From an optimization exercise on the open Yosys and OpenROAD flow, aimed at small area and a short achievable clock period; shortcuts taken in it are not production practice. Only simulation tests tie the RTL to the original design; equivalence was not proved. Power is estimated from default activity; no workload was simulated.

## exec_stage
module exec_stage (
    input  logic               clk,
    input  logic               rst,
    input  logic               valid_i,
    input  exec_pkg::alu_op_t  alu_op_i,
    input  exec_pkg::src_a_t   src_a_i,
    input  exec_pkg::src_b_t   src_b_i,
    input  exec_pkg::fwd_t     fwd_a_i,
    input  exec_pkg::fwd_t     fwd_b_i,
    input  exec_pkg::fwd_t     fwd_st_i,
    input  logic               spc_clr_i,
    input  exec_pkg::word_t    rs_i,
    input  exec_pkg::word_t    rt_i,
    input  exec_pkg::word_t    ext_i,
    input  exec_pkg::word_t    pc_i,
    input  exec_pkg::word_t    fw_alu_i,
    input  exec_pkg::word_t    fw_mem_i,
    output logic               valid_o,
    output exec_pkg::word_t    result_o,
    output exec_pkg::word_t    store_data_o,
    output exec_pkg::word_t    spc_o
);
Size in the first run: about 1,500 cells after synthesis, ~210 flip-flops, roughly 12,000 um2 of cells after synthesis.
clock: 4.5 ns
lec_check: 0
cap_margin: 20
core_margin: 2
core_utilization: 50
cts_buf_list: sky130_fd_sc_hd__clkbuf_8
cts_cluster_diameter: 60
cts_cluster_size: 20
setup_slack_margin: 1.9
slew_margin: 20
standard.sh (not shown) runs the stock make flow with config.mk's settings and CLKGATE_MAP_FILE= SYNTH_SCRIPT=/design/flow/synth_recipe.tcl, a recipe that flattens the netlist after the stock synthesis.
==> flow/flow/run.sh <==
#!/bin/bash
# The standard layout with two changes:
#  - Yosys's ABC step maps for area with the script in flow/area.abc
#    (registers, their names and cell types are untouched)
#  - no full/half adder cell extraction (ADDER_MAP_FILE empty)
#  - the resizer may swap cells of any footprint (MATCH_CELL_FOOTPRINT=0)
#  - every port gets the smallest buffer, sky130_fd_sc_hd__buf_1
# Each tool's output goes to a log file in this folder.
set -euo pipefail
HERE=$(pwd)

# synthesis script: the standard flow's, with the ABC script swapped
sed -e 's#^source \$::env(SCRIPTS_DIR)/synth_preamble.tcl$#&\nset abc_args [lreplace $abc_args 1 1 $::env(MY_ABC_SCRIPT)]#' \
    "$FLOW_HOME/scripts/synth.tcl" > my_synth_body.tcl
grep -q MY_ABC_SCRIPT my_synth_body.tcl
sed -e "s#^source \$::env(SCRIPTS_DIR)/synth.tcl\$#source $HERE/my_synth_body.tcl#" \
    synth_recipe.tcl > my_synth_recipe.tcl
grep -q my_synth_body my_synth_recipe.tcl

sed -e "s#SYNTH_SCRIPT=[^ ]*#SYNTH_SCRIPT=$HERE/my_synth_recipe.tcl MATCH_CELL_FOOTPRINT=0#" standard.sh > my_standard.sh
grep -q my_synth_recipe my_standard.sh

export MY_ABC_SCRIPT="$HERE/flow/map.abc"
export BUFFER_PORTS_ARGS="-buffer_cell sky130_fd_sc_hd__buf_1"
export ADDER_MAP_FILE=""
bash my_standard.sh > flow.log 2>&1
==> flow/flow/map.abc <==
&get -n
&st
&dch
&nf
&put
topo
stime -c
Edit:
--- a/flow/design.v
+++ b/flow/design.v
@@ -36,55 +36,56 @@
     typedef logic [10-1:0] ctrl_t;
 endpackage
 module alu_logic (
     input  exec_pkg::word_t    p_i,
     input  exec_pkg::word_t    g_i,
     input  exec_pkg::ctrl_t    ctrl_i,
     input  exec_pkg::word_t    shift_i,     
     output exec_pkg::word_t    y_o
 );
     localparam int W     = 32;
     localparam int LOG_W = 5;      
-    logic [W-1:0] gp [0:LOG_W];      
-    logic [W-1:0] pp [0:LOG_W];      
+    logic [W-1:0] gp [0:LOG_W+1];    
+    logic [W-1:0] pp [0:LOG_W+1];    
     logic [W-1:0] c;                 
     logic         arith;
     logic         cin;
     exec_pkg::word_t other;          
     exec_pkg::word_t y_c0;           
     exec_pkg::word_t y_c1;           
     logic         signs_differ;
     logic         lt_c0;             
     logic         lt_c1;             
     assign arith = ctrl_i[3];
     assign cin   = ctrl_i[4];
-    assign gp[0] = {g_i[W-1:1], g_i[0] | (p_i[0] & cin)};
+    assign gp[0] = g_i;
     assign pp[0] = p_i;
-    for (genvar l = 0; l < LOG_W; l++)
+    for (genvar l = 0; l <= LOG_W; l++)
     begin : g_pfx
         for (genvar i = 0; i < W; i++)
         begin : g_bit
-            if ((i >> l) & 1)
+            localparam int STEP = (l == 0 || l == LOG_W) ? 1 : (1 << l);
+            localparam bit ODD  = (i % 2) == 1;
+            if ((l < LOG_W) ? (ODD && i >= STEP) : (!ODD && i >= 1))
             begin : g_op
-                localparam int J = ((i >> l) << l) - 1;
-                assign gp[l+1][i] = gp[l][i] | (pp[l][i] & gp[l][J]);
-                assign pp[l+1][i] = pp[l][i] & pp[l][J];
+                assign gp[l+1][i] = gp[l][i] | (pp[l][i] & gp[l][i-STEP]);
+                assign pp[l+1][i] = pp[l][i] & pp[l][i-STEP];
             end
             else
             begin : g_pass
                 assign gp[l+1][i] = gp[l][i];
                 assign pp[l+1][i] = pp[l][i];
             end
         end
     end
-    assign c = {gp[LOG_W][W-2:0], cin};
+    assign c = {gp[LOG_W+1][W-2:0], cin};
     assign other = ({W{ctrl_i[0]}} & ~(p_i | g_i))
                  | ({W{ctrl_i[1]}}  & p_i)
                  | ({W{ctrl_i[2]}} & g_i);
     assign signs_differ = ~p_i[W-1];
     assign lt_c0 = ctrl_i[6] ? (signs_differ ? g_i[W-1] :  p_i[W-1]) : ~g_i[W-1];
     assign lt_c1 = ctrl_i[6] ? (signs_differ ? g_i[W-1] : ~p_i[W-1]) : ~(g_i[W-1] | p_i[W-1]);
     assign y_c0 = other | ({W{arith}} &  p_i);
     assign y_c1 = other | ({W{arith}} & ~p_i);
     assign y_o[0] = (c[0] ? y_c1[0] : y_c0[0])
                   | (ctrl_i[5] & (c[W-1] ? lt_c1 : lt_c0))
                   | shift_i[0];
@@ -248,23 +249,24 @@
     always_ff @(posedge clk)
     begin
         if (!rst)
             valid_o <= 1'b0;
         else
             valid_o <= valid_i;
     end
     always_ff @(posedge clk)
     begin
         ctrl_o  <= ctrl;
         p_o     <= a_op ^ b_op;
-        g_o     <= a_op & b_op;
+        g_o     <= {a_op[32-1:1] & b_op[32-1:1],
+                    (a_op[0] & b_op[0]) | ((a_op[0] ^ b_op[0]) & ctrl[4])};
         sh_lo_o <= 4'b0001 << a_sel[1:0];
         sh_hi_o <= 4'b0001 << a_sel[3:2];
         sh_16_o <= a_sel[4];
         store_o <= st_fwd;
     end
 endmodule
 module result_stage (
     input  logic               clk,
     input  logic               rst,
     input  logic               valid_i,
     input  exec_pkg::ctrl_t    ctrl_i,
What happened: The new run finished clean; routed wire length climbs by a few percent; count of clock-buffer cells in the layout is higher by 2; global-route usage went up by 1.1 points; combinational power shrinks by a few percent; design area shrinks slightly; total power barely changes; via count went up slightly; worst setup slack is worse by 0.035 ns; clock power barely changes.

-- static timing again, ports no longer ideal --
Ports are ideal in the flow. The routed layouts listed here were re-timed in OpenROAD. Step 1: set_driving_cell puts a clkbuf_16 on clk and a buf_2 on each other input, an assumption about the parent block. Step 2 times the ports against the registers' clock, not the clock port: input delays grow and output delays shrink by t, the midpoint of the rising clock arrivals with the driver on. Slacks: no drivers / after step 1 / after step 2; pairs: no drivers / after step 1.
run	t, ns	setup slack, ns	hold WS [ns]	worst setup path after step 2	clock arrival spread, ns
the first run	0.606	1.911 / 1.911 / 1.387	0.317 / 0.317 / 0.317	input to register	0.023 / 0.022
the second run	0.609	1.876 / 1.876 / 1.314	0.324 / 0.324 / 0.324	input to register	0.025 / 0.025
After both steps every run listed still meets setup and hold. For the second run, which loses most, drivers alone change the setup slack by 0.000 ns; drivers and shift together by -0.562 ns.
